Background: an optimization exercise with open tools, aiming at small area and few clock cycles. Do not read the settings as production practice. Function was checked by simulation only, so behaviour that the tests miss may differ from the original.

==> juniper: inputs <==
==> flow/design.v <==
package nonogram_pkg;
    localparam int MAX_DIM    = 8;
    localparam int NUM_LINES  = 2 * MAX_DIM;     
    localparam int LINE_IDX_W = 4;
    localparam int DIM_W      = 4;               
    typedef logic [MAX_DIM-1:0] pattern_t;
    typedef logic [LINE_IDX_W-1:0] line_idx_t;
    typedef logic [MAX_DIM*MAX_DIM-1:0] board_t;
    typedef struct packed {
        pattern_t known;
        pattern_t assigned;
    } line_view_t;
    typedef struct packed {
        line_idx_t line;
        pattern_t  ones;     
        pattern_t  zeros;    
    } line_update_t;
endpackage
module line_decode (
    input  logic [3:0] num_rows,
    input  logic [3:0] num_cols,
    input  logic [3:0] line,
    output logic [7:0] rsel,       
    output logic [7:0] csel,       
    output logic [7:0] row_act,
    output logic [7:0] col_act
);
    logic       is_row;
    logic [3:0] col_idx;
    assign is_row  = line < num_rows;
    assign col_idx = line - num_rows;
    always_comb begin
        for (int i = 0; i < 8; i++) begin
            row_act[i] = num_rows > i;
            col_act[i] = num_cols > i;
            rsel[i]    = is_row && line[2:0] == i;
            csel[i]    = !is_row && col_idx[2:0] == i;
        end
    end
endmodule
module board_view (
    input  logic [7:0]  rsel,
    input  logic [7:0]  csel,
    input  logic [63:0] known,
    input  logic [63:0] assigned,
    output logic [7:0]  vk,
    output logic [7:0]  va
);
    always_comb begin
        for (int i = 0; i < 8; i++) begin
            vk[i] = 1'b0;
            va[i] = 1'b0;
            for (int j = 0; j < 8; j++) begin
                vk[i] = vk[i] | (rsel[j] & known[j*8 + i])    | (csel[j] & known[i*8 + j]);
                va[i] = va[i] | (rsel[j] & assigned[j*8 + i]) | (csel[j] & assigned[i*8 + j]);
            end
        end
    end
endmodule
module board_spread (
    input  logic       upd,
    input  logic [7:0] rsel,
    input  logic [7:0] csel,
    input  logic [7:0] row_act,
    input  logic [7:0] col_act,
    input  logic [7:0] set1,
    input  logic [7:0] set0,
    output logic [7:0] ru,
    output logic [7:0] cu,
    output logic [7:0] r1,
    output logic [7:0] r0,
    output logic [7:0] c1,
    output logic [7:0] c0
);
    assign ru = {8{upd}} & rsel;
    assign cu = {8{upd}} & csel;
    assign r1 = set1 & col_act;
    assign r0 = set0 & col_act;
    assign c1 = set1 & row_act;
    assign c0 = set0 & row_act;
endmodule
module board_cells (
    input  logic        clk,
    input  logic        clr,
    input  logic [7:0]  ru,
    input  logic [7:0]  cu,
    input  logic [7:0]  r1,
    input  logic [7:0]  r0,
    input  logic [7:0]  c1,
    input  logic [7:0]  c0,
    output logic [63:0] known,
    output logic [63:0] assigned
);
    always_ff @(posedge clk) begin
        for (int r = 0; r < 8; r++) begin
            for (int c = 0; c < 8; c++) begin
                logic s1;
                logic s0;
                s1 = (ru[r] & r1[c]) | (cu[c] & c1[r]);
                s0 = (ru[r] & r0[c]) | (cu[c] & c0[r]);
                known[r*8 + c]    <= (known[r*8 + c] & !clr) | s1 | s0;
                assigned[r*8 + c] <= s1 | (assigned[r*8 + c] & !(s0 | clr));
            end
        end
    end
endmodule
module board_complete (
    input  logic [7:0]  row_act,
    input  logic [7:0]  col_act,
    input  logic [63:0] known,
    output logic        complete
);
    logic [7:0] row_done;
    always_comb begin
        for (int r = 0; r < 8; r++) begin
            row_done[r] = 1'b1;
            for (int c = 0; c < 8; c++) begin
                row_done[r] = row_done[r] & (known[r*8 + c] | !col_act[c]);
            end
        end
    end
    assign complete = &(row_done | ~row_act);
endmodule
module board_state (
    input  logic          clk,
    input  logic          clr,
    input  logic [3:0]    num_rows,
    input  logic [3:0]    num_cols,
    input  logic [3:0]    line,
    input  logic          upd,
    input  logic [7:0]    set1,
    input  logic [7:0]    set0,
    output logic [7:0]    vk,
    output logic [7:0]    va,
    output logic [63:0]   known,
    output logic [63:0]   assigned,
    output logic          complete
);
    logic [7:0] rsel;
    logic [7:0] csel;
    logic [7:0] row_act;
    logic [7:0] col_act;
    logic [7:0] ru;
    logic [7:0] cu;
    logic [7:0] r1;
    logic [7:0] r0;
    logic [7:0] c1;
    logic [7:0] c0;
    line_decode u_decode (
        .num_rows (num_rows),
        .num_cols (num_cols),
        .line     (line),
        .rsel     (rsel),
        .csel     (csel),
        .row_act  (row_act),
        .col_act  (col_act)
    );
    board_view u_view (
        .rsel     (rsel),
        .csel     (csel),
        .known    (known),
        .assigned (assigned),
        .vk       (vk),
        .va       (va)
    );
    board_spread u_spread (
        .upd     (upd),
        .rsel    (rsel),
        .csel    (csel),
        .row_act (row_act),
        .col_act (col_act),
        .set1    (set1),
        .set0    (set0),
        .ru      (ru),
        .cu      (cu),
        .r1      (r1),
        .r0      (r0),
        .c1      (c1),
        .c0      (c0)
    );
    board_cells u_cells (
        .clk      (clk),
        .clr      (clr),
        .ru       (ru),
        .cu       (cu),
        .r1       (r1),
        .r0       (r0),
        .c1       (c1),
        .c0       (c0),
        .known    (known),
        .assigned (assigned)
    );
    board_complete u_complete (
        .row_act  (row_act),
        .col_act  (col_act),
        .known    (known),
        .complete (complete)
    );
endmodule
module count_table (
    input  logic          clk,
    input  logic          start,
    input  logic [111:0]  counts,
    input  logic [3:0]    line,
    input  logic          dec,
    output logic [6:0]    count
);
    logic [15:0][6:0] tab;
    logic [6:0]       wd;
    logic [15:0]      en;
    assign count = tab[line];
    assign wd    = count - 1'b1;
    always_comb begin
        for (int i = 0; i < 16; i++) begin
            en[i] = start || (dec && line == i);
        end
    end
    always_ff @(posedge clk) begin
        for (int i = 0; i < 16; i++) begin
            if (en[i]) begin
                tab[i] <= start ? counts[i*7 +: 7] : wd;
            end
        end
    end
endmodule
module nonogram_solver (
    input  logic          clk,
    input  logic          rst,
    input  logic          start,
    input  logic [3:0]    num_rows,
    input  logic [3:0]    num_cols,
    input  logic [111:0]  counts,        
    input  logic [7:0]    in_word,
    input  logic          in_valid,
    output logic          in_ready,
    output logic [7:0]    out_word,
    output logic          out_valid,
    input  logic          out_ready,
    output logic [63:0]   known,
    output logic [63:0]   assigned,
    output logic          solved
);
    logic        run;         
    logic        fresh;       
    logic [6:0]  left;        
    logic [3:0]  cur_line;
    logic [7:0]  ones_acc;
    logic [7:0]  zeros_acc;
    logic [6:0]  ct_rd;
    logic [6:0]  rem;
    logic        is_hdr;
    logic        sgl;
    logic        complete;
    logic        stop;
    logic        in_fire;
    logic        clash;
    logic        fold;
    logic        keep;
    logic        last;
    logic        push;
    logic [7:0]  vk;
    logic [7:0]  va;
    assign rem    = fresh ? ct_rd : left;
    assign is_hdr = (rem == '0);
    assign sgl    = fresh && (ct_rd == 1);
    assign stop     = is_hdr && complete;
    assign solved   = run && stop;
    assign in_ready = run && !start && !stop && (!out_valid || out_ready);
    assign in_fire  = in_valid && in_ready;
    assign clash = |((in_word ^ va) & vk);
    assign fold  = sgl || !clash;
    assign keep  = !sgl && !clash;
    assign last  = in_fire && !is_hdr && (rem == 1);
    assign push  = in_fire && (is_hdr || keep);
    logic [7:0] ones_new;
    logic [7:0] zeros_new;
    logic [7:0] set1;
    logic [7:0] set0;
    assign ones_new  = ones_acc  & (fold ? in_word  : 8'hff);
    assign zeros_new = zeros_acc & (fold ? ~in_word : 8'hff);
    assign set1      = ones_new & ~zeros_new;
    assign set0      = zeros_new & ~ones_new;
    always_ff @(posedge clk) begin
        if (rst) begin
            run       <= 1'b0;
            out_valid <= 1'b0;
        end else begin
            if (start) begin
                run <= 1'b1;
            end
            if (push) begin
                out_valid <= 1'b1;
            end else if (out_ready) begin
                out_valid <= 1'b0;
            end
        end
        if (push) begin
            out_word <= in_word;
        end
        if (start) begin
            fresh <= 1'b0;
            left  <= '0;
        end else if (in_fire) begin
            fresh <= is_hdr;
            if (!is_hdr) begin
                left <= rem - 1'b1;
            end
        end
        if (in_fire) begin
            if (is_hdr) begin
                cur_line  <= in_word[3:0];
                ones_acc  <= '1;
                zeros_acc <= '1;
            end else begin
                ones_acc  <= ones_new;
                zeros_acc <= zeros_new;
            end
        end
    end
    count_table u_counts (
        .clk    (clk),
        .start  (start),
        .counts (counts),
        .line   (cur_line),
        .dec    (in_fire && !is_hdr && !keep),
        .count  (ct_rd)
    );
    board_state u_board (
        .clk      (clk),
        .clr      (rst || start),
        .num_rows (num_rows),
        .num_cols (num_cols),
        .line     (cur_line),
        .upd      (last && !rst),
        .set1     (set1),
        .set0     (set0),
        .vk       (vk),
        .va       (va),
        .known    (known),
        .assigned (assigned),
        .complete (complete)
    );
endmodule
==> flow/flow/run.sh <==
#!/bin/bash
# The standard layout with two changes: the smallest buffer on every input
# and output port, and a clock tree of small buffers in clusters without dummy
# loads.
set -euo pipefail
export BUFFER_PORTS_ARGS="-buffer_cell sky130_fd_sc_hd__buf_1"
export CTS_ARGS="-sink_clustering_enable -repair_clock_nets -dont_use_dummy_load -buf_list sky130_fd_sc_hd__clkbuf_4 -sink_clustering_size 10 -sink_clustering_max_diameter 30"
bash standard.sh > standard.log 2>&1
==> flow/standard.sh <==
#!/bin/bash
# synth_recipe.tcl (not shown) runs the flow's synth.tcl, then flattens the netlist and writes it again
# the make line also repeats each setting of config.mk as NAME=value (left out here)
make -C /OpenROAD-flow-scripts/flow DESIGN_CONFIG=/design/flow/config.mk WORK_HOME=/design/flow/orfs CLKGATE_MAP_FILE= SYNTH_SCRIPT=/design/flow/synth_recipe.tcl "${@:-finish}"
==> flow/config.mk <==
export PLATFORM = sky130hd
export DESIGN_NAME = nonogram_solver
export DESIGN_NICKNAME = nonogram_solver
export VERILOG_FILES = /design/flow/design.v
export SDC_FILE = /design/flow/constraint.sdc
export NUM_CORES = 4
export LEC_CHECK = 0
export CAP_MARGIN = 20
export CORE_MARGIN = 2
export CORE_UTILIZATION = 60
export GPL_TIMING_DRIVEN = 0
export SLEW_MARGIN = 20
export SYNTH_HIERARCHICAL = 1
==> flow/constraint.sdc <==
create_clock -name core_clock -period 10.0 [get_ports {clk}]
set_input_delay 2.0000 -clock core_clock [delete_from_list [all_inputs] [get_ports {clk}]]
set_output_delay 2.0000 -clock core_clock [all_outputs]
set_load 0.01 [all_outputs]
==> tundra: changes against juniper <==
--- a/flow/design.v
+++ b/flow/design.v
@@ -18,107 +18,2 @@
 endpackage
-module line_decode (
-    input  logic [3:0] num_rows,
-    input  logic [3:0] num_cols,
-    input  logic [3:0] line,
-    output logic [7:0] rsel,       
-    output logic [7:0] csel,       
-    output logic [7:0] row_act,
-    output logic [7:0] col_act
-);
-    logic       is_row;
-    logic [3:0] col_idx;
-    assign is_row  = line < num_rows;
-    assign col_idx = line - num_rows;
-    always_comb begin
-        for (int i = 0; i < 8; i++) begin
-            row_act[i] = num_rows > i;
-            col_act[i] = num_cols > i;
-            rsel[i]    = is_row && line[2:0] == i;
-            csel[i]    = !is_row && col_idx[2:0] == i;
-        end
-    end
-endmodule
-module board_view (
-    input  logic [7:0]  rsel,
-    input  logic [7:0]  csel,
-    input  logic [63:0] known,
-    input  logic [63:0] assigned,
-    output logic [7:0]  vk,
-    output logic [7:0]  va
-);
-    always_comb begin
-        for (int i = 0; i < 8; i++) begin
-            vk[i] = 1'b0;
-            va[i] = 1'b0;
-            for (int j = 0; j < 8; j++) begin
-                vk[i] = vk[i] | (rsel[j] & known[j*8 + i])    | (csel[j] & known[i*8 + j]);
-                va[i] = va[i] | (rsel[j] & assigned[j*8 + i]) | (csel[j] & assigned[i*8 + j]);
-            end
-        end
-    end
-endmodule
-module board_spread (
-    input  logic       upd,
-    input  logic [7:0] rsel,
-    input  logic [7:0] csel,
-    input  logic [7:0] row_act,
-    input  logic [7:0] col_act,
-    input  logic [7:0] set1,
-    input  logic [7:0] set0,
-    output logic [7:0] ru,
-    output logic [7:0] cu,
-    output logic [7:0] r1,
-    output logic [7:0] r0,
-    output logic [7:0] c1,
-    output logic [7:0] c0
-);
-    assign ru = {8{upd}} & rsel;
-    assign cu = {8{upd}} & csel;
-    assign r1 = set1 & col_act;
-    assign r0 = set0 & col_act;
-    assign c1 = set1 & row_act;
-    assign c0 = set0 & row_act;
-endmodule
-module board_cells (
-    input  logic        clk,
-    input  logic        clr,
-    input  logic [7:0]  ru,
-    input  logic [7:0]  cu,
-    input  logic [7:0]  r1,
-    input  logic [7:0]  r0,
-    input  logic [7:0]  c1,
-    input  logic [7:0]  c0,
-    output logic [63:0] known,
-    output logic [63:0] assigned
-);
-    always_ff @(posedge clk) begin
-        for (int r = 0; r < 8; r++) begin
-            for (int c = 0; c < 8; c++) begin
-                logic s1;
-                logic s0;
-                s1 = (ru[r] & r1[c]) | (cu[c] & c1[r]);
-                s0 = (ru[r] & r0[c]) | (cu[c] & c0[r]);
-                known[r*8 + c]    <= (known[r*8 + c] & !clr) | s1 | s0;
-                assigned[r*8 + c] <= s1 | (assigned[r*8 + c] & !(s0 | clr));
-            end
-        end
-    end
-endmodule
-module board_complete (
-    input  logic [7:0]  row_act,
-    input  logic [7:0]  col_act,
-    input  logic [63:0] known,
-    output logic        complete
-);
-    logic [7:0] row_done;
-    always_comb begin
-        for (int r = 0; r < 8; r++) begin
-            row_done[r] = 1'b1;
-            for (int c = 0; c < 8; c++) begin
-                row_done[r] = row_done[r] & (known[r*8 + c] | !col_act[c]);
-            end
-        end
-    end
-    assign complete = &(row_done | ~row_act);
-endmodule
 module board_state (
@@ -138,62 +33,61 @@
 );
-    logic [7:0] rsel;
-    logic [7:0] csel;
+    logic       is_row;
+    logic [3:0] col_idx;
+    logic [2:0] pos;
     logic [7:0] row_act;
     logic [7:0] col_act;
-    logic [7:0] ru;
-    logic [7:0] cu;
-    logic [7:0] r1;
-    logic [7:0] r0;
-    logic [7:0] c1;
-    logic [7:0] c0;
-    line_decode u_decode (
-        .num_rows (num_rows),
-        .num_cols (num_cols),
-        .line     (line),
-        .rsel     (rsel),
-        .csel     (csel),
-        .row_act  (row_act),
-        .col_act  (col_act)
-    );
-    board_view u_view (
-        .rsel     (rsel),
-        .csel     (csel),
-        .known    (known),
-        .assigned (assigned),
-        .vk       (vk),
-        .va       (va)
-    );
-    board_spread u_spread (
-        .upd     (upd),
-        .rsel    (rsel),
-        .csel    (csel),
-        .row_act (row_act),
-        .col_act (col_act),
-        .set1    (set1),
-        .set0    (set0),
-        .ru      (ru),
-        .cu      (cu),
-        .r1      (r1),
-        .r0      (r0),
-        .c1      (c1),
-        .c0      (c0)
-    );
-    board_cells u_cells (
-        .clk      (clk),
-        .clr      (clr),
-        .ru       (ru),
-        .cu       (cu),
-        .r1       (r1),
-        .r0       (r0),
-        .c1       (c1),
-        .c0       (c0),
-        .known    (known),
-        .assigned (assigned)
-    );
-    board_complete u_complete (
-        .row_act  (row_act),
-        .col_act  (col_act),
-        .known    (known),
-        .complete (complete)
-    );
+    logic [7:0] rsel;        
+    logic [7:0] csel;        
+    assign is_row  = line < num_rows;
+    assign col_idx = line - num_rows;
+    assign pos     = is_row ? line[2:0] : col_idx[2:0];
+    always_comb begin
+        for (int i = 0; i < 8; i++) begin
+            row_act[i] = num_rows > i;
+            col_act[i] = num_cols > i;
+            rsel[i]    = is_row && (pos == i);
+            csel[i]    = !is_row && (pos == i);
+        end
+        for (int i = 0; i < 8; i++) begin
+            vk[i] = 1'b0;
+            va[i] = 1'b0;
+            for (int j = 0; j < 8; j++) begin
+                vk[i] = vk[i] | (rsel[j] & known[j*8 + i])    | (csel[j] & known[i*8 + j]);
+                va[i] = va[i] | (rsel[j] & assigned[j*8 + i]) | (csel[j] & assigned[i*8 + j]);
+            end
+        end
+    end
+    logic [7:0] rs1;     
+    logic [7:0] rs0;
+    logic [7:0] cs1;     
+    logic [7:0] cs0;
+    assign rs1 = set1 & col_act;
+    assign rs0 = set0 & col_act;
+    assign cs1 = set1 & row_act;
+    assign cs0 = set0 & row_act;
+    always_ff @(posedge clk) begin
+        for (int r = 0; r < 8; r++) begin
+            for (int c = 0; c < 8; c++) begin
+                logic s1;
+                logic s0;
+                s1 = upd && ((rsel[r] && rs1[c]) || (csel[c] && cs1[r]));
+                s0 = upd && ((rsel[r] && rs0[c]) || (csel[c] && cs0[r]));
+                if (clr) begin
+                    known[r*8 + c]    <= 1'b0;
+                    assigned[r*8 + c] <= 1'b0;
+                end else begin
+                    known[r*8 + c]    <= known[r*8 + c] | s1 | s0;
+                    assigned[r*8 + c] <= (assigned[r*8 + c] | s1) & ~s0;
+                end
+            end
+        end
+    end
+    always_comb begin
+        complete = 1'b1;
+        for (int r = 0; r < 8; r++) begin
+            for (int c = 0; c < 8; c++) begin
+                if (row_act[r] && col_act[c] && !known[r*8 + c]) complete = 1'b0;
+            end
+        end
+    end
 endmodule
==> flow/flow/run.sh (replaced) <==
#!/bin/bash
# The standard layout, with the smallest buffer on every input and output port
# in place of the default port buffer.
set -euo pipefail
export BUFFER_PORTS_ARGS="-buffer_cell sky130_fd_sc_hd__buf_1"
bash standard.sh > standard.log 2>&1
--- a/flow/config.mk
+++ b/flow/config.mk
@@ -9,4 +9,4 @@
 export CORE_MARGIN = 2
-export CORE_UTILIZATION = 60
-export GPL_TIMING_DRIVEN = 0
+export CORE_UTILIZATION = 40
+export CTS_BUF_LIST = sky130_fd_sc_hd__clkbuf_4
 export SLEW_MARGIN = 20
==> out/summary.txt <==
antenna violations before repair = 2
Worst R2R Path Depth = 20
CLK BUF = 56
H-tree depth = 2
status = timing/DRC/antenna clean
Source of the figures above: juniper

==> out/summary.txt <==
status = timing/DRC/antenna clean
antenna violations before repair = 3
CLK BUF = 120
number of synthesized flops with an enable pin = 140
H-tree depth = 3
Worst R2R Path Depth = 19
Source of the figures above: tundra

Testbench counts of juniper, summed over its fixed seeds: cycles 95,857.
Testbench counts of tundra, summed over its fixed seeds: cycles 95,857.

[static timing again, ports no longer ideal]
In the flow no input, the clock included, has a driving cell. The finished layouts below were timed again as built, in two steps.
Step 1: set_driving_cell puts a clkbuf_16 on clk and a buf_2 on each other input, an assumption about the parent block.
Step 2, shift: input delay + t, output delay - t, t = (earliest + latest rising clock arrival at the registers) / 2. This alone moves slack from input paths to output paths.
a / b / c = ideal ports / drivers / drivers and shift; a / b = the first two.
run	t (ns)	setup slack, ns	worst setup path after step 2
juniper	0.769	1.948 / 1.977 / 1.207	input to register
tundra	0.865	2.076 / 2.100 / 1.234	input to register
After both steps setup and hold are still met in every run listed. For tundra, which loses most, drivers alone change the setup slack by +0.024 ns; drivers and shift together by -0.842 ns.
